Context: an optimization exercise on an open-source flow, tuned for small area and a short achievable clock period. The choices shown serve that exercise and are no tape-out recipe. At most, simulation tests tie the RTL to the original design; equivalence was not proved. The RTL of run 4 was laid out without a check of its function. No activity file was given, so power comes from the tool's default toggle rates.

--- flow/run.sh ---
#!/bin/bash
# synth_recipe.tcl (not shown) runs the flow's synth.tcl, then flattens the netlist and writes it again
# the make line also repeats each setting of config.mk as NAME=value (left out here)
make -C /OpenROAD-flow-scripts/flow DESIGN_CONFIG=/design/flow/config.mk WORK_HOME=/design/flow/orfs CLKGATE_MAP_FILE= SYNTH_SCRIPT=/design/flow/synth_recipe.tcl finish
--- flow/config.mk ---
export PLATFORM = sky130hd
export DESIGN_NAME = chu_vga_card_flip_core
export DESIGN_NICKNAME = chu_vga_card_flip_core
export VERILOG_FILES = /design/flow/design.v
export SDC_FILE = /design/flow/constraint.sdc
export NUM_CORES = 4
export LEC_CHECK = 0
export CAP_MARGIN = 20
export CORE_MARGIN = 2
export CORE_UTILIZATION = 40
export SETUP_SLACK_MARGIN = 5
export SLEW_MARGIN = 20
--- flow/constraint.sdc ---
create_clock -name core_clock -period 10.0 [get_ports {clk}]
set_input_delay 2.0000 -clock core_clock [delete_from_list [all_inputs] [get_ports {clk}]]
set_output_delay 2.0000 -clock core_clock [all_outputs]
set_load 0.01 [all_outputs]
--- flow/design.v ---
`timescale 1ns/1ps
`default_nettype none
module chu_vga_card_flip_core (
    input  logic        clk,
    input  logic        reset_n,
    input  logic [10:0] x,
    input  logic [10:0] y,
    input  logic        cs,
    input  logic        write,
    input  logic [13:0] addr,
    input  logic [31:0] wr_data,
    output logic [31:0] rd_data,
    output logic [13:0] glyph_addr,
    input  logic        glyph_pix,
    input  logic [11:0] si_rgb,
    output logic [11:0] so_rgb
);
    localparam logic [1:0] c_st_idle  = 2'd0;
    localparam logic [1:0] c_st_run   = 2'd1;
    localparam logic [1:0] c_st_clear = 2'd2;
    logic [5:0]  r_code [256];
    logic        r_hid  [256];
    logic        r_wv;        
    logic        r_wc;        
    logic [7:0]  r_wa;
    logic [6:0]  r_wd;
    logic [1:0]  r_state;
    logic [7:0]  r_slot;
    logic [4:0]  r_progress;
    logic        r_frame_cnt;
    logic [1:0]  r_mode;
    logic [11:0] r_fg;
    logic        r_prev_origin;
    logic        r_v1;
    logic [7:0]  r_pslot;
    logic [3:0]  r_yin;
    logic [3:0]  r_xin;
    logic [11:0] r_si1;
    logic [11:0] r_si2;
    logic        w_tile_wr;
    logic        w_reg_wr;
    logic        w_flip_start;
    logic        w_origin;
    logic        w_strobe;
    logic        w_busy;
    logic        w_eng_clear;
    logic [7:0]  w_pix_slot;
    logic [6:0]  w_ent;
    logic        w_reveal;
    logic [5:0]  w_eff_code;
    logic [11:0] w_avg;
    logic [11:0] w_blend;
    assign w_tile_wr    = cs & write & ~addr[13];
    assign w_reg_wr     = cs & write & addr[13];
    assign w_flip_start = w_reg_wr && (addr[2:0] == 3'd2);
    assign w_origin     = (x == 11'd0) && (y == 11'd0);
    assign w_strobe     = w_origin & ~r_prev_origin;
    assign w_busy       = (r_state != c_st_idle);
    assign w_eng_clear  = (r_state == c_st_clear) && !w_tile_wr;
    assign w_pix_slot   = {y[6:4], x[8:4]};
    assign rd_data      = {w_busy, 23'd0, 3'd0, r_progress};
    always_ff @(posedge clk) begin
        r_wv <= w_tile_wr | w_eng_clear;
        r_wc <= w_tile_wr;
        r_wa <= w_tile_wr ? addr[7:0] : r_slot;
        r_wd <= {w_tile_wr & wr_data[8], wr_data[5:0]};
    end
    always_ff @(posedge clk) begin
        if (r_wc) r_code[r_wa] <= r_wd[5:0];
        if (r_wv) r_hid[r_wa]  <= r_wd[6];
    end
    always_ff @(posedge clk or negedge reset_n) begin
        if (!reset_n) begin
            r_mode <= 2'b00;
            r_fg   <= 12'hFFF;
        end else if (w_reg_wr) begin
            case (addr[2:0])
                3'd0:    r_mode <= wr_data[1:0];
                3'd1:    r_fg   <= wr_data[11:0];
                default: ;
            endcase
        end
    end
    always_ff @(posedge clk or negedge reset_n) begin
        if (!reset_n) r_prev_origin <= 1'b0;
        else          r_prev_origin <= w_origin;
    end
    always_ff @(posedge clk or negedge reset_n) begin
        if (!reset_n) begin
            r_state     <= c_st_idle;
            r_slot      <= '0;
            r_progress  <= '0;
            r_frame_cnt <= 1'b0;
        end else begin
            case (r_state)
                c_st_idle: begin
                    if (w_flip_start) begin
                        r_slot      <= wr_data[7:0];
                        r_progress  <= '0;
                        r_frame_cnt <= 1'b0;
                        r_state     <= c_st_run;
                    end
                end
                c_st_run: begin
                    if (w_strobe) begin
                        r_frame_cnt <= ~r_frame_cnt;
                        if (r_frame_cnt) begin
                            r_progress <= r_progress + 5'd1;
                            if (r_progress == 5'd15) r_state <= c_st_clear;
                        end
                    end
                end
                c_st_clear: begin
                    if (w_eng_clear) r_state <= c_st_idle;
                end
                default: r_state <= c_st_idle;
            endcase
        end
    end
    always_ff @(posedge clk or negedge reset_n) begin
        if (!reset_n) begin
            r_v1    <= 1'b0;
            r_pslot <= '0;
            r_yin   <= '0;
            r_xin   <= '0;
            r_si1   <= '0;
        end else begin
            r_v1    <= 1'b1;
            r_pslot <= w_pix_slot;
            r_yin   <= y[3:0];
            r_xin   <= x[3:0];
            r_si1   <= si_rgb;
        end
    end
    assign w_ent      = r_v1 ? {r_hid[r_pslot], r_code[r_pslot]} : 7'd0;
    assign w_reveal   = w_busy && (r_pslot == r_slot) && ({1'b0, r_yin} < r_progress);
    assign w_eff_code = (w_ent[6] && !w_reveal) ? 6'd63 : w_ent[5:0];
    always_ff @(posedge clk or negedge reset_n) begin
        if (!reset_n) begin
            glyph_addr <= '0;
            r_si2      <= '0;
            so_rgb     <= '0;
        end else begin
            glyph_addr <= {w_eff_code, r_yin, r_xin};
            r_si2      <= r_si1;
            so_rgb     <= w_blend;
        end
    end
    for (genvar i = 0; i < 3; i++) begin : g_ch
        logic [4:0] w_sum;
        assign w_sum = {1'b0, r_fg[i*4 +: 4]} + {1'b0, r_si2[i*4 +: 4]};
        assign w_avg[i*4 +: 4] = w_sum[4:1];
    end
    always_comb begin
        w_blend = r_si2;
        case (r_mode)
            2'b01:   w_blend = r_si2;
            2'b10:   if (glyph_pix) w_blend = w_avg;
            default: if (glyph_pix) w_blend = r_fg;
        endcase
    end
endmodule
`default_nettype wire
==> results of run 1 <==
[kinds of logic (layout without fill, tap and decap cells)]
group                    after synthesis  in the layout  synth area share, %
flip-flops                          1907           1907                 74.6
AND/OR/NAND/NOR                      784            784                 4.17
multiplexers                         618            618                 14.9
AO/OA/AOI/OAI                        364            364                 3.41
buffers and inverters                314            528                 2.36
adder cells (fa/ha/maj)               19             19                0.343
XOR/XNOR                              14             14                0.162
other                                  2             28              0.00990
[per-layer routing]
metal	global-route usage, %	vias to the layer above	part of all wire, %	routed length [um]
li1	-	16300	-	-
met1	26.5	20300	42	76900
met2	30.3	1532	48	88600
met3	3.78	289	7.5	13900
met4	6.28	0	3.0	5480
met5	0	-	0	0
[worst paths after layout]
kind	startpoint	endpoint	slack, ns	cells after the start
min in group asynchronous	reset_n	r_mode[0]$_DFFE_PN0P_	1.12	1
max in group asynchronous	reset_n	r_pslot[0]$_DFF_PN0_	7.47	2
worst max-delay path	r_pslot[1]$_DFF_PN0_	glyph_addr[9]$_DFF_PN0_	5.09	8
worst max register to register	r_pslot[1]$_DFF_PN0_	glyph_addr[9]$_DFF_PN0_	5.09	8
worst min register to register	r_si1[6]$_DFF_PN0_	r_si2[6]$_DFF_PN0_	0.35	0
worst min-delay path	r_si1[6]$_DFF_PN0_	r_si2[6]$_DFF_PN0_	0.35	0
[layout make-up]
cell class	instances	area, sq um	area share [%]
clock inverter	94	966	1.14
sequential	1907	56700	66.6
timing repair buffer	158	1600	1.87
multi-input combinational	1826	17600	20.7
tap	2495	3120	3.67
clock buffer	247	4990	5.87
antenna	1	2.50	0.00294
inverter	29	111	0.131
[flip-flops by register name, summed over array words and instances (netlist names), 2 cells and up]
signal,count
r_code,1536
r_hid,256
glyph_addr,14
r_fg,12
r_si1,12
r_si2,12
so_rgb,12
r_pslot,8
r_slot,8
r_wa,8
r_wd,7
r_progress,5
r_xin,4
r_yin,4
r_mode,2
r_state,2
[power by group]
group | total (mW) | internal, mW | switching, mW
clock network | 6.86 | 3.84 | 3.02
logic | 0.968 | 0.375 | 0.593
registers | 8.86 | 8.78 | 0.0785
[worst max-delay path, delay by kind of cell, from the launching register on]
kind,cells,cell delay [ns]
flip-flops,1,0.91
buffers and inverters,2,1.26
multiplexers,1,0.44
AO/OA/AOI/OAI,5,2.07
[cell usage in the layout, fill, tap and decap left out, types with 7 or more instances in the layout]
master / instances
o221ai_1: 59
xnor2_1: 11
clkdlybuf4s50_1: 90
mux2_2: 17
o32ai_1: 11
dfrtp_1: 80
dfstp_2: 12
dfxtp_1: 10
mux4_1: 15
mux2i_1: 198
a21oi_1: 66
nor2b_1: 12
a211oi_1: 33
o21ai_0: 40
buf_4: 53
nor4_1: 12
buf_12: 9
mux4_2: 388
nor2_1: 535
bufinv_16: 12
clkinv_8: 7
a22oi_1: 45
clkbuf_8: 8
nand2_2: 10
nand2b_1: 10
clkbuf_1: 50
ha_1: 16
clkbuf_16: 187
inv_1: 23
nand4_1: 9
nand2_1: 147
conb_1: 27
clkinv_2: 23
o22ai_1: 36
nor3_1: 8
a221oi_1: 15
dfxtp_4: 7
edfxtp_1: 1792
clkinv_1: 43
[timing repair]
action,CTS,global route
gates resized for setup,1,1
buffers inserted,0,0
hold buffers,0,0
setup endpoints to repair,3,1
[through the flow]
stage | total power, mW | std cells | hold slack [ns] | area [sq um] | worst slack (ns)
after floorplan | 9.61 | 4047 | 0.331 | 76000 | 5.77
after global placement | 9.99 | 6411 | 0.332 | 79000 | 5.06
after detailed placement | 10.0 | 6412 | 0.335 | 79000 | 4.98
after CTS | 16.8 | 6753 | 0.349 | 85000 | 5.14
after global routing | 17.2 | 6756 | 0.353 | 85100 | 5.01
final | 16.7 | 6757 | 0.347 | 85100 | 5.09
==> out/qor.yml, run 1 <==
clock_latency_ns: 0.85
cts-root-buf: "clkbuf_16"
synth_top_area_share_pct: 70.9
fmax_ghz: 0.204
max-clock-path-buffers: 3
place_congestion: 0.802
synth_seq_cells: 1907
start_util_pct: 40.3
final.setup_skew_ns: 0.0366
wl_per_cell_um: 27.4
yosys.cell_count.top_type: "edfxtp_1"
fillerInstances: 16100
syn_area_sq_um: 75900
area_delta_synth_final_pct: 12.2
arrival_ns: 5.61
worstPathMaxFanout: 43
leakagePower_nw: 26.8
nNetsFinal: 4212
drt-pass1-iter-count: 6
slew_violations: 0
synthArstFlopShare_pct: 5.14
numPortBuffers: 91
grt_use_total_pct: 19.1
crit_top_cell: "buf_4"
post-route-util_pct: 45.2
grt_pass1_wl_um: 268000
drt-total-wl_um: 185000
ir_drop_mv: 0.179
vias_per_cell: 5.68
path_clk_slew_ns: 0.06
grt_overflow_total: 0
io-pin-count: 143
setup_viol_count_final: 0
yosysTopAreaCell: "edfxtp_1"
grt_pass1_vias: 38800
die_h_um: 439
drv_cap: 0
synthFlopType: "edfxtp_1"
synth.distinct_cells: 69
max_slew_margin_pct: 11.5
drc: 0
layout_min_cycle_time_ns: 4.91
rsz0062_at_grt: "no"
cts.sinks: 1907
end_kind: "flip-flop"
max_stage_delay_ns: 0.91
hp-class: "reg2reg"
h-tree-depth: 4
setup_tns_ns: 0
dpl.hpwl_um: 106000
drt-initial-drc-count: 4141
postRouteAntennaNets: 0
synth_area_per_cell_sq_um: 18.9
vias: 38400
grt_start_max_net_pins: 215
core-area_sq_um: 188000
synth-edff-count: 1792
worstPathRequired_ns: 10.71
finalHoldViolCount: 0
synth_area_leaders: "edfxtp_1 71%, mux4_2 12%, dfrtp_1 2.8%, nor2_1 2.7%, mux2i_1 2.6%"
powerDensity_nw_per_um2: 196
outcome: "no timing/DRC/antenna violations"
floorplan.die.width_um: 439
critPathKind: "reg2reg"
worst_slew_pin_slew_ns: 1.33
cp_cell_sequence: "buf_4 > buf_4 > mux4_2 > a22oi_1 > a21oi_1 > a2111oi_0 > o21ai_0 > a211o_1"
finalCritPeriodShare_pct: 49.1
yosysWarnings: 1
cts_tree: "yes"
antenna_found_initial: 3
drive_above_1_share_pct: 18.4
numCtsBuffers: 186
start_kind: "flip-flop"
worst_path_max_delay_cell: "dfrtp_4"
seq_area_frac_synth_pct: 74.6
syn_inst: 4022
die_area_sq_um: 193000
rows: 159
ys_top_cells_by_count: "1,792 x edfxtp_1, 536 x nor2_1, 388 x mux4_2"
==> inputs of run 2 (changes only) <==
--- a/flow/config.mk
+++ b/flow/config.mk
@@ -8,5 +8,4 @@
 export CAP_MARGIN = 20
 export CORE_MARGIN = 2
 export CORE_UTILIZATION = 40
-export SETUP_SLACK_MARGIN = 5
 export SLEW_MARGIN = 20
==> run 2 against run 1 <==
Sequential power about the same. Non-clock buffer count unchanged. Wire length decreased by 0.12%. Sequential share of layout area about the same. Largest power group unchanged. Design area about the same. Global-route usage unchanged. Fmax decreased by 4.2%. Synthesized cell count unchanged. Sequential cell count unchanged.
==> out/qor.yml, run 2 <==
core-area_sq_um: 188000  # unchanged
h-tree-depth: 4  # unchanged
wl_per_cell_um: 27.3  # -0.12%
start_util_pct: 40.3  # unchanged
nNetsFinal: 4212  # unchanged
largest_reg_flops: 1536  # unchanged
drv_cap: 0  # unchanged
finalHoldViolCount: 0  # unchanged
rsz0062_at_grt: "no"
vias: 38300  # -0.38%
synth_seq_cells: 1907  # unchanged
die_h_um: 439  # unchanged
top_regs: "r_code: 1536 flops, r_hid: 256 flops, glyph_addr: 14 flops"
ir_drop_mv: 0.179  # about the same
leakagePower_nw: 26.8  # about the same
synth_area_leaders: "edfxtp_1 71%, mux4_2 12%, dfrtp_1 2.8%, nor2_1 2.7%, mux2i_1 2.6%"
drc: 0  # unchanged
antenna_found_initial: 3  # unchanged
synthArstFlopShare_pct: 5.14  # unchanged
yosysWarnings: 1  # unchanged
p_int_mw: 13.0  # about the same
holdBufCountCts: 0  # unchanged
grt_overflow_total: 0  # unchanged
p_sw_mw: 3.69  # about the same
max_stage_delay_ns: 0.93  # +0.02 ns
drt-total-wl_um: 185000  # -0.12%
grt_start_max_net_pins: 215  # unchanged
max_slew_margin_pct: 14.6  # +3.1 points
grt_pass1_wl_um: 268000  # unchanged
setup_tns_ns: 0  # unchanged
numPortBuffers: 91  # unchanged
synth-edff-count: 1792  # unchanged
max-clock-path-buffers: 3  # unchanged
clock_latency_ns: 0.85  # about the same
grt_use_total_pct: 19.1  # unchanged
critPathKind: "reg2reg"
die_area_sq_um: 193000  # unchanged
power.share.clock_pct: 41.1  # about the same
outcome: "no timing/DRC/antenna violations"
numCtsBuffers: 186  # unchanged
ys_top_cells_by_count: "1,792 x edfxtp_1, 536 x nor2_1, 388 x mux4_2"
cp_cell_sequence: "buf_4 > buf_4 > mux2i_1 > o221ai_1 > o22ai_1 > o21ai_0 > nand2_1 > nor4_1 > a211o_1"
path_clk_slew_ns: 0.06  # about the same
worstPathRequired_ns: 10.76  # +0.05 ns
cts.sinks: 1907  # unchanged
place_congestion: 0.802  # unchanged
seqCellArea_sq_um: 56700  # unchanged
vias_per_cell: 5.66  # -0.38%
synth_top_area_share_pct: 70.9  # unchanged
post-cts-setup-buffers: 0  # unchanged
multi_input_comb_area_sq_um: 17600  # about the same
synth.distinct_cells: 69  # unchanged
seq_area_frac_synth_pct: 74.6  # unchanged
synthFlopType: "edfxtp_1"
seq_power_share_pct: 53.1  # about the same
area_delta_synth_final_pct: 12.2  # about the same
cts_resized: 0  # -1
power.total_mw: 16.7  # about the same
worstPathMaxFanout: 43  # unchanged
final_cells: 6757  # unchanged
finalCritPeriodShare_pct: 51.2  # +2.2 points
fillerInstances: 16100  # -0.019%
final.setup_skew_ns: 0.0352  # -0.00136 ns
crit_top_cell: "buf_4"
largest-register: "r_code"
drt-initial-drc-count: 4153  # +0.29%
combPwrFrac_pct: 5.8  # about the same
end_kind: "flip-flop"
postRouteAntennaNets: 0  # unchanged
arrival_ns: 5.88  # +0.27 ns
worst_path_max_delay_cell: "dfrtp_4"
rows: 159  # unchanged
final_common_cell: "edfxtp_1"
synth_area_per_cell_sq_um: 18.9  # unchanged
start_kind: "flip-flop"
drt-pass1-iter-count: 6  # unchanged
floorplan.die.width_um: 439  # unchanged
syn_area_sq_um: 75900  # unchanged
slew_violations: 0  # unchanged
powerDensity_nw_per_um2: 196  # about the same
dpl.hpwl_um: 106000  # unchanged
cts-root-buf: "clkbuf_16"
setup_viol_count_final: 0  # unchanged
drive_above_1_share_pct: 18.4  # -0.023 points
layout_min_cycle_time_ns: 5.12  # +0.217 ns
worst_slew_pin_slew_ns: 1.28  # -0.0469 ns
placed_cells: 6412  # unchanged
yosysTopAreaCell: "edfxtp_1"
swShare_pct: 22.1  # about the same
hp-class: "reg2reg"
io-pin-count: 143  # unchanged
syn_inst: 4022  # unchanged
cts_tree: "yes"
mostFrequentLayoutCells: "1,792 x edfxtp_1, 535 x nor2_1, 388 x mux4_2"
fmax_ghz: 0.195  # -4.2%
yosys.cell_count.top_type: "edfxtp_1"
grt_pass1_vias: 38800  # unchanged
run 2: cell counts after synthesis:
Identical to the previous run, type by type.
run 2: power by group through the flow:
| stage | clock [mW] | combinational, mW | sequential (mW) |
|---|---|---|---|
| 2_1_floorplan | 0 | 0.550 | 9.06 |
| 3_3_place_gp | 0 | 0.958 | 9.03 |
| 3_5_place_dp | 0 | 0.969 | 9.03 |
| 4_1_cts | 6.97 | 0.973 | 8.86 |
| 5_1_grt | 7.26 | 1.03 | 8.87 |
| 6_report | 6.86 | 0.967 | 8.86 |
run 2: cell families after synthesis:
logic type                 Yosys count  share of synthesized area [%]
muxes                              618                           14.9
DFF                               1907                           74.6
other                                2                        0.00990
and+or+nand+nor                    784                           4.17
AOI/OAI and AO/OA                  364                           3.41
buffers and inverters              314                           2.36
adders and majority gates           19                          0.343
xor gates and xnor gates            14                          0.162
run 2: routing by layer:
metal	GRT usage (%)	vias up	wire length, um
met5	0	-	0
met4	6.28	0	5460
met3	3.78	288	13500
met2	30.3	1439	88300
met1	26.5	20300	77400
li1	-	16300	-
run 2: metrics by stage:
stage | hold slack, ns | cell area, sq um | worst slack [ns] | utilization [%]
6_report | 0.347 | 85100 | 4.88 | 45.2
5_1_grt | 0.353 | 85100 | 4.72 | 45.2
4_1_cts | 0.349 | 85000 | 4.95 | 45.2
3_5_place_dp | 0.335 | 79000 | 4.98 | 42.0
3_3_place_gp | 0.332 | 79000 | 5.06 | 42.0
2_1_floorplan | 0.331 | 76000 | 5.77 | -
run 2: final timing paths:
path                                      start                       end  slack (ns)  cells past startpoint
setup / recovery           r_pslot[0]$_DFF_PN0_  glyph_addr[11]$_DFF_PN0_        4.88                      9
hold / removal               r_si1[6]$_DFF_PN0_        r_si2[6]$_DFF_PN0_        0.35                      0
setup reg to reg           r_pslot[0]$_DFF_PN0_  glyph_addr[11]$_DFF_PN0_        4.88                      9
hold reg to reg              r_si1[6]$_DFF_PN0_        r_si2[6]$_DFF_PN0_        0.35                      0
max in group asynchronous               reset_n      r_pslot[0]$_DFF_PN0_        7.46                      2
min in group asynchronous               reset_n     r_mode[0]$_DFFE_PN0P_        1.12                      1
run 2: final cells by class:
type	count	area share, %
tap	2495	3.67
multi-input combinational	1826	20.7
clock inverter	94	1.14
inverter	29	0.131
sequential	1907	66.6
clock buffer	247	5.87
timing repair buffer	158	1.87
antenna	1	0.00294
run 2: critical path: cells and delay by family (launching register included):
| family | cells | cell delay (ns) |
|---|---|---|
| buffers and inverters | 2 | 1.55 |
| AOI/OAI and AO/OA | 4 | 1.26 |
| and+or+nand+nor | 2 | 0.99 |
| DFF | 1 | 0.93 |
| muxes | 1 | 0.20 |
==> inputs of run 3 (changes only) <==
==> flow/flow/run.sh (new file) <==
#!/bin/bash
set -euo pipefail
cd "$(dirname "$0")/.."
bash standard.sh SETUP_SLACK_MARGIN=6.6 finish > standard_flow.log 2>&1
==> flow/standard.sh (new file) <==
#!/bin/bash
# synth_recipe.tcl (not shown) runs the flow's synth.tcl, then flattens the netlist and writes it again
# the make line also repeats each setting of config.mk as NAME=value (left out here)
make -C /OpenROAD-flow-scripts/flow DESIGN_CONFIG=/design/flow/config.mk WORK_HOME=/design/flow/orfs CLKGATE_MAP_FILE= SYNTH_SCRIPT=/design/flow/synth_recipe.tcl "${@:-finish}"
removed: flow/run.sh
==> run 3 against run 2 <==
Still clean. Register-to-register slack gained 1.7 ns. Clock power is 5.4% higher. Wire length increased by 4.9%. Core utilization increased by 0.81 points. Sequential power about the same. Sequential cell count stayed put. Largest power group unchanged. Highest routed layer is now met5.
==> out/qor.yml, run 3 <==
worst_slew_pin_slew_ns: 1.14  # -0.138 ns
arrival_ns: 1.60  # -4.28 ns
die_area_sq_um: 193000  # unchanged
antennaDiodeCount: 0  # -1
final.setup.worst_slack_ns: 6.40  # +1.52 ns
grt.busiest_layer: "met2"
numPortBuffers: 91  # unchanged
grt_start_max_net_pins: 198  # -7.9%
cts.sinks: 1907  # unchanged
grt_pass1_vias: 39000  # +0.66%
drive_above_1_share_pct: 21.6  # +3.3 points
rows: 159  # unchanged
yosysWarnings: 1  # unchanged
wl_per_cell_um: 28.4  # +4.0%
grt_overflow_total: 0  # unchanged
worstPathMaxFanout: 2  # -95%
top_regs: "r_code: 1536 flops, r_hid: 256 flops, glyph_addr: 14 flops"
nNetsFinal: 4272  # +1.4%
dp_slack_ns: 4.88  # -0.104 ns
syn_inst: 4022  # unchanged
seq_area_frac_synth_pct: 74.6  # unchanged
core-area_sq_um: 188000  # unchanged
yosys.cell_count.top_type: "edfxtp_1"
synth_area_per_cell_sq_um: 18.9  # unchanged
hp-class: "reg2reg"
mostFrequentLayoutCells: "1,792 x edfxtp_1, 534 x nor2_1, 388 x mux4_2"
setup_tns_ns: 0  # unchanged
clock_latency_ns: 0.85  # about the same
end_kind: "output port"
ir_drop_mv: 0.171  # -4.5%
area_delta_synth_final_pct: 14.2
start_kind: "flip-flop"
numCtsBuffers: 189  # +1.6%
leakagePower_nw: 27.6  # +3.1%
worstPathRequired_ns: 8.00  # -2.76 ns
powerDensity_nw_per_um2: 198  # +0.82%
syn_area_sq_um: 75900  # unchanged
holdBufCountCts: 0  # unchanged
max_slew_margin_pct: 23.8  # +9.2 points
largest-register: "r_code"
finalHoldViolCount: 0  # unchanged
synth-edff-count: 1792  # unchanged
drc: 0  # unchanged
drt-pass1-iter-count: 6  # unchanged
drv_cap: 0  # unchanged
cts-root-buf: "clkbuf_16"
reg2reg_slack_ns: 6.61  # +1.73 ns
h-tree-depth: 4  # unchanged
path_clk_slew_ns: 0.06  # about the same
synth_seq_cells: 1907  # unchanged
grt_use_met3_pct: 3.77  # -0.013 points
worst_path_max_delay_cell: "dfrtp_1"
cts_tree: "yes"
place_congestion: 0.810  # +1.0%
ys_top_cells_by_count: "1,792 x edfxtp_1, 536 x nor2_1, 388 x mux4_2"
outcome: "no timing/DRC/antenna violations"
drt-total-wl_um: 194000  # +4.9%
antenna_found_initial: 5  # +2
start_util_pct: 40.3  # unchanged
grt_use_total_pct: 19.9  # +0.81 points
critPathTopFamily: "flip-flops"
largest_reg_flops: 1536  # unchanged
fmax_ghz: 0.278  # +42%
vias_per_cell: 5.74  # +1.5%
dpl_cell_area_sq_um: 79100  # about the same
synth.distinct_cells: 69  # unchanged
met2_usage_pct: 31.7  # +1.5 points
final_common_cell: "edfxtp_1"
synthFlopType: "edfxtp_1"
vias: 39200  # +2.3%
power.total_mw: 17.1  # +2.6%
setup_viol_count_final: 0  # unchanged
layout_min_cycle_time_ns: 3.60  # -1.52 ns
max_stage_delay_ns: 0.38  # -0.55 ns
drt-initial-drc-count: 4429  # +6.6%
stdcell_area_sq_um: 86600  # +1.8%
die_h_um: 439  # unchanged
synthArstFlopShare_pct: 5.14  # unchanged
rsz0062_at_grt: "yes"
yosysTopAreaCell: "edfxtp_1"
io-pin-count: 143  # unchanged
cp_cell_sequence: "or2_4 > buf_6"
max-clock-path-buffers: 3  # unchanged
postRouteAntennaNets: 0  # unchanged
finalCritPeriodShare_pct: 36.0  # -15 points
final.setup_skew_ns: 0.0597  # +0.0245 ns
critPathKind: "reg2out"
floorplan.die.width_um: 439  # unchanged
synth_top_area_share_pct: 70.9  # unchanged
synth_area_leaders: "edfxtp_1 71%, mux4_2 12%, dfrtp_1 2.8%, nor2_1 2.7%, mux2i_1 2.6%"
path_buf_inv: 1  # -1
slew_violations: 0  # unchanged
grt_use_met1_pct: 27.8  # +1.4 points
grt_pass1_wl_um: 277000  # +3.4%
dpl.hpwl_um: 108000  # +2.7%
run 3: changes by cell type in the layout (fill, tap and decap cells not counted), sizes merged:
cell	delta
diode	-1
bufinv	+12
inv	+3
clkinvlp	-1
clkdlybuf4s50	-32
clkbuf	-19
buf	+74
bufbuf	+11
clkinv	+12
run 3: cell families after synthesis:
group	Yosys count	synth area share, %
buffers and inverters	314	2.36
AND/OR/NAND/NOR	784	4.17
AO/OA/AOI/OAI	364	3.41
adder cells (fa/ha/maj)	19	0.343
multiplexers	618	14.9
other	2	0.00990
flip-flops	1907	74.6
XOR/XNOR	14	0.162
run 3: worst paths after layout:
kind	cells after the start	start	end
max in group asynchronous	2	reset_n	r_pslot[4]$_DFF_PN0_
hold / removal	0	r_si1[6]$_DFF_PN0_	r_si2[6]$_DFF_PN0_
setup reg to reg	9	r_pslot[1]$_DFF_PN0_	glyph_addr[9]$_DFF_PN0_
hold reg to reg	0	r_si1[6]$_DFF_PN0_	r_si2[6]$_DFF_PN0_
min in group asynchronous	1	reset_n	so_rgb[3]$_DFF_PN0_
setup / recovery	2	r_state[0]$_DFFE_PN0P_	rd_data[31]
run 3: report_power, final:
| part | switching, mW | leakage (nW) | internal, mW | total, mW |
|---|---|---|---|---|
| sequential | 0.0740 | 17.5 | 8.78 | 8.86 |
| clock | 3.09 | 3.10 | 4.14 | 7.23 |
| combinational | 0.644 | 7.04 | 0.395 | 1.04 |
run 3: routing by layer:
metal	wire, um	vias to the layer above
met5	41	-
li1	-	16400
met2	92800	1670
met4	5530	6
met3	15500	314
met1	79900	20800
run 3: layout make-up:
cell class / instances / area, sq um
inverters: 29 / 121
repair buffers: 215 / 2530
multi-input cells: 1826 / 17900
flip-flops and latches: 1907 / 56700
fillers: 15900 / 102000
clock buffers: 224 / 4890
clock inverters: 120 / 1430
well taps: 2495 / 3120
run 3: repair_timing:
action,4_1_cts,5_1_grt
resized for setup,219,26
endpoints found under the setup margin,39,31
buffers inserted,22,18
hold endpoints to repair,0,0
gates cloned,14,3
pin swaps,3,8
run 3: stage by stage:
step                std cells  utilization [%]  hold WS, ns
floorplan                4047                -        0.331
global placement         6415             42.0        0.331
detailed placement       6415             42.0        0.336
CTS                      6795             45.8        0.349
global route             6816             46.0        0.359
finish                   6816             46.0        0.346
run 3: worst register-to-register path, cell delays in order, from the launching register on:
cell	delay, ns
dfrtp_4	0.46
buf_16	0.29
buf_12	0.35
mux4_2	0.40
mux4_2	0.53
mux2i_4	0.28
o21ai_1	0.16
nor3_2	0.42
nor4_1	0.13
a211o_1	0.25
==> inputs of run 4 (changes only) <==
--- a/flow/design.v
+++ b/flow/design.v
@@ -132,7 +132,16 @@
             r_si1   <= si_rgb;
         end
     end
-    assign w_ent      = r_v1 ? {r_hid[r_pslot], r_code[r_pslot]} : 7'd0;
+    logic [255:0] w_sel;
+    logic [6:0]   w_rd;
+    always_comb begin
+        w_rd = '0;
+        for (int i = 0; i < 256; i++) begin
+            w_sel[i] = (r_pslot == 8'(i));
+            w_rd = w_rd | ({7{w_sel[i]}} & {r_hid[i], r_code[i]});
+        end
+    end
+    assign w_ent      = r_v1 ? w_rd : 7'd0;
     assign w_reveal   = w_busy && (r_pslot == r_slot) && ({1'b0, r_yin} < r_progress);
     assign w_eff_code = (w_ent[6] && !w_reveal) ? 6'd63 : w_ent[5:0];
     always_ff @(posedge clk or negedge reset_n) begin
==> flow/run.sh (new file) <==
#!/bin/bash
# synth_recipe.tcl (not shown) runs the flow's synth.tcl, then flattens the netlist and writes it again
# the make line also repeats each setting of config.mk as NAME=value (left out here)
make -C /OpenROAD-flow-scripts/flow DESIGN_CONFIG=/design/flow/config.mk WORK_HOME=/design/flow/orfs CLKGATE_MAP_FILE= SYNTH_SCRIPT=/design/flow/synth_recipe.tcl finish
--- a/flow/config.mk
+++ b/flow/config.mk
@@ -8,4 +8,5 @@
 export CAP_MARGIN = 20
 export CORE_MARGIN = 2
 export CORE_UTILIZATION = 40
+export SETUP_SLACK_MARGIN = 5
 export SLEW_MARGIN = 20
removed: flow/flow/run.sh
removed: flow/standard.sh
==> run 4 against run 3 <==
Synthesized cell count up 17%. Core utilization down 0.26 points. Highest routed layer unchanged. Sequential power about the same. Die area down 3.0%. Fmax down 28%. Combinational power down 21%. Clock-buffer cell count up 25. Sequential cell count unchanged. First-iteration DRC count rose to 2.6 times the previous value. Still clean. Largest power group unchanged. Sequential share of layout area up 2.3 points. Setup slack worse by 1.4 ns. Critical endpoint is now glyph_addr[9]$_DFF_PN0_. Critical path type is now reg2reg. Clock power down 1%.
==> out/qor.yml, run 4 <==
yosysTopAreaCell: "edfxtp_1"
synth_seq_cells: 1907  # unchanged
seqCellArea_sq_um: 56600  # about the same
seq_area_frac_synth_pct: 77.0  # +2.3 points
r2r-end: "glyph_addr[9]$_DFF_PN0_"
area_delta_synth_final_pct: 13.7
fillerInstances: 15800  # -0.91%
core-area_sq_um: 183000  # -2.8%
final.setup.worst_slack_ns: 5.01  # -1.38 ns
mostFrequentLayoutCells: "1,792 x edfxtp_1, 568 x nor2_1, 362 x a22oi_1"
hold_depth: 0  # unchanged
h-tree-depth: 4  # unchanged
cts-root-buf: "clkbuf_16"
synth-adder-area-share_pct: 0.354  # +0.011 points
grt_overflow_total: 0  # unchanged
synthArstFlopShare_pct: 5.14  # unchanged
post-route-util_pct: 45.8  # -0.26 points
clock_latency_ns: 0.86  # about the same
worst_path_max_delay_cell: "a31oi_2"
end_kind: "flip-flop"
dpl.hpwl_um: 177000  # +63%
grt_use_total_pct: 29.9  # +10 points
final_cells: 7404  # +8.6%
vias_per_cell: 6.71  # +17%
synth_area_leaders: "edfxtp_1 73%, a22oi_1 3.7%, nor2_1 3.0%, dfrtp_1 2.9%, nand3_1 1.8%"
final_common_cell: "edfxtp_1"
synthXorXnorAreaFrac_pct: 0.179  # +0.017 points
whs_ns: 0.348  # +0.00271 ns
rsz0062_at_grt: "no"
layout_min_cycle_time_ns: 4.99  # +1.38 ns
numPortBuffers: 91  # unchanged
r2r_start: "r_pslot[6]$_DFF_PN0_"
finalCritPeriodShare_pct: 49.9  # +14 points
reg2reg_slack_ns: 5.01  # -1.60 ns
outcome: "no timing/DRC/antenna violations"
stdcell_area_sq_um: 83700  # -3.4%
worst_slew_pin_slew_ns: 1.30  # +0.160 ns
path_clk_slew_ns: 0.06  # about the same
io-pin-count: 143  # unchanged
synth_compound_area_share_pct: 11.1  # +7.6 points
die_h_um: 433  # -1.5%
critPathKind: "reg2reg"
syn_area_sq_um: 73600  # -3.0%
fmax_ghz: 0.201  # -28%
drc: 0  # unchanged
drive_above_1_share_pct: 11.2  # -10 points
arrival_ns: 5.72  # +4.12 ns
leakagePower_nw: 25.3  # -8.5%
setup_viol_count_final: 0  # unchanged
synth.area.mux_share_pct: 0.614  # -14 points
post-cts-setup-buffers: 0  # -100%
max_slew_margin_pct: 12.7  # -11 points
rows: 157  # -1.3%
finalHoldViolCount: 0  # unchanged
max-clock-path-buffers: 3  # unchanged
multi_input_comb_area_sq_um: 15500  # -13%
synth_area_per_cell_sq_um: 15.6  # -17%
die_area_sq_um: 187000  # -3.0%
drt-pass1-iter-count: 13  # +7
setup_tns_ns: 0  # unchanged
drv_cap: 0  # unchanged
cp_cell_sequence: "and2_1 > nand3_1 > a21oi_1 > a2111o_1 > or4_1 > nor4_2 > a31oi_2 > nand2b_1"
nNetsFinal: 4877  # +14%
power.total_mw: 16.8  # -1.8%
reg2regPathDepth: 8  # -1
start_util_pct: 40.2  # -0.075 points
cts_tree: "yes"
top_regs: "r_code: 1536 flops, r_hid: 256 flops, glyph_addr: 14 flops"
place_congestion: 0.998  # +23%
powerDensity_nw_per_um2: 201  # +1.7%
synth_top_family_by_area: "compound AO/OA/AOI/OAI gates"
slew_violations: 0  # unchanged
cts.sinks: 1907  # unchanged
synth-edff-count: 1792  # unchanged
synth.distinct_cells: 78  # +13%
final.setup_skew_ns: 0.0585  # -0.00126 ns
worstHoldEndpoint: "r_si2[9]$_DFF_PN0_"
synthFlopType: "edfxtp_1"
grt_start_max_net_pins: 212  # +7.1%
syn_inst: 4704  # +17%
hp-class: "reg2reg"
postRouteAntennaNets: 0  # unchanged
worstPathRequired_ns: 10.73  # +2.73 ns
grt_pass1_wl_um: 384000  # +39%
vias: 49700  # +27%
ir_drop_mv: 0.162  # -5.4%
synth_top_area_share_pct: 73.1  # +2.2 points
numCtsBuffers: 187  # -1.1%
max_stage_delay_ns: 0.96  # +0.58 ns
dpl_cell_area_sq_um: 77500  # -2.0%
largest_reg_flops: 1536  # unchanged
placed_cells: 7045  # +9.8%
min-delay-start: "r_si1[9]$_DFF_PN0_"
grt_pass1_vias: 46100  # +18%
synth_simple_gate_area_share_pct: 8.17  # +4.0 points
yosysWarnings: 1  # unchanged
worstPathMaxFanout: 36  # +34
drt-total-wl_um: 286000  # +47%
dp_slack_ns: 5.09  # +0.206 ns
start_kind: "flip-flop"
drt-initial-drc-count: 11300  # +160%
yosys.cell_count.top_type: "edfxtp_1"
crit_start: "r_pslot[6]$_DFF_PN0_"
ys_top_cells_by_count: "1,792 x edfxtp_1, 583 x nor2_1, 362 x a22oi_1"
floorplan.die.width_um: 433  # -1.5%
antenna_found_initial: 14  # +9
largest-register: "r_code"
wl_per_cell_um: 38.6  # +36%
## run 4: worst max-delay path by stage
| stage | endpoint |
|---|---|
| floorplan | r_code[0][0]$_DFFE_PP_ |
| global placement | r_progress[3]$_DFFE_PN0P_ |
| detailed placement | r_progress[3]$_DFFE_PN0P_ |
| CTS | glyph_addr[9]$_DFF_PN0_ |
| global route | glyph_addr[11]$_DFF_PN0_ |
| finish | glyph_addr[9]$_DFF_PN0_ |
## run 4: kinds of logic (layout without fill, tap and decap cells)
group	Yosys count	count (layout)
other cells	2	32
simple gates	1244	1244
fa+ha+maj	19	19
buf+inv	421	627
flops	1907	1907
xor+xnor	15	15
mux	41	41
compound gates	1055	1055
## run 4: report_power, final
part	total (mW)	leakage, nW	internal (mW)	switching [mW]
Combinational	0.822	4.84	0.239	0.583
Clock	7.15	2.95	3.97	3.17
Sequential	8.85	17.5	8.78	0.0685
Total	16.8	25.3	13.0	3.82
## run 4: layer usage
metal,vias to the layer above,track usage [%],part of all wire [%]
met4,16,17.6,7.2
met3,902,11.6,16
met5,-,0.364,0.064
met2,4608,42.0,41
met1,25000,39.1,35
li1,19100,-,-
## run 4: worst max-delay path: cells and delay by family, from the launching register on
kind	cells	cell delay [ns]
AO/OA/AOI/OAI	3	1.89
flip-flops	1	0.93
AND/OR/NAND/NOR	5	2.02
## run 4: cell type report
cell class,instances,share of cell area (%)
sequential,1907,67.7
clock inverter,102,1.33
multi-input combinational,2401,18.5
timing repair buffer,253,2.73
antenna,5,0.0149
inverter,23,0.103
tap,2464,3.68
clock buffer,249,5.95
## run 4: timing repair
action | CTS | global route
resized for setup | 0 | 1
hold buffers | 0 | 0
endpoints found under the setup margin | 0 | 1
endpoints found under the hold margin | 0 | 0

==> separate check: timing with driven ports <==
The flow's constraints put no driver on any port. The routed layouts listed below were extracted and timed again, unchanged, in two steps.
Step 1 sets driving cells, clkbuf_16 on the clock port and buf_2 on the other inputs (assumed; they add their load-dependent delay and slew).
Step 2 moves the port delays by t, midway between the first and last clock arrival at a register: inputs arrive t later, outputs are due t later. That takes back most of the time a late clock gives input paths.
a / b / c = no drivers / after step 1 / after step 2; a / b = the first two.
| run | shift t [ns] | slack for setup (ns) | worst slew at a driven data input, ns |
|---|---|---|---|
| run 1 | 0.909 | 5.093 / 5.093 / 5.093 | 0.06 |
| run 2 | 0.911 | 4.876 / 4.876 / 4.876 | 0.06 |
| run 3 | 0.903 | 6.398 / 6.314 / 5.728 | 0.07 |
| run 4 | 0.914 | 5.014 / 5.014 / 5.014 | 0.07 |
After both steps setup and hold are still met in every run listed. For run 3, which loses most, drivers alone change the setup slack by -0.084 ns; drivers and shift together by -0.670 ns.
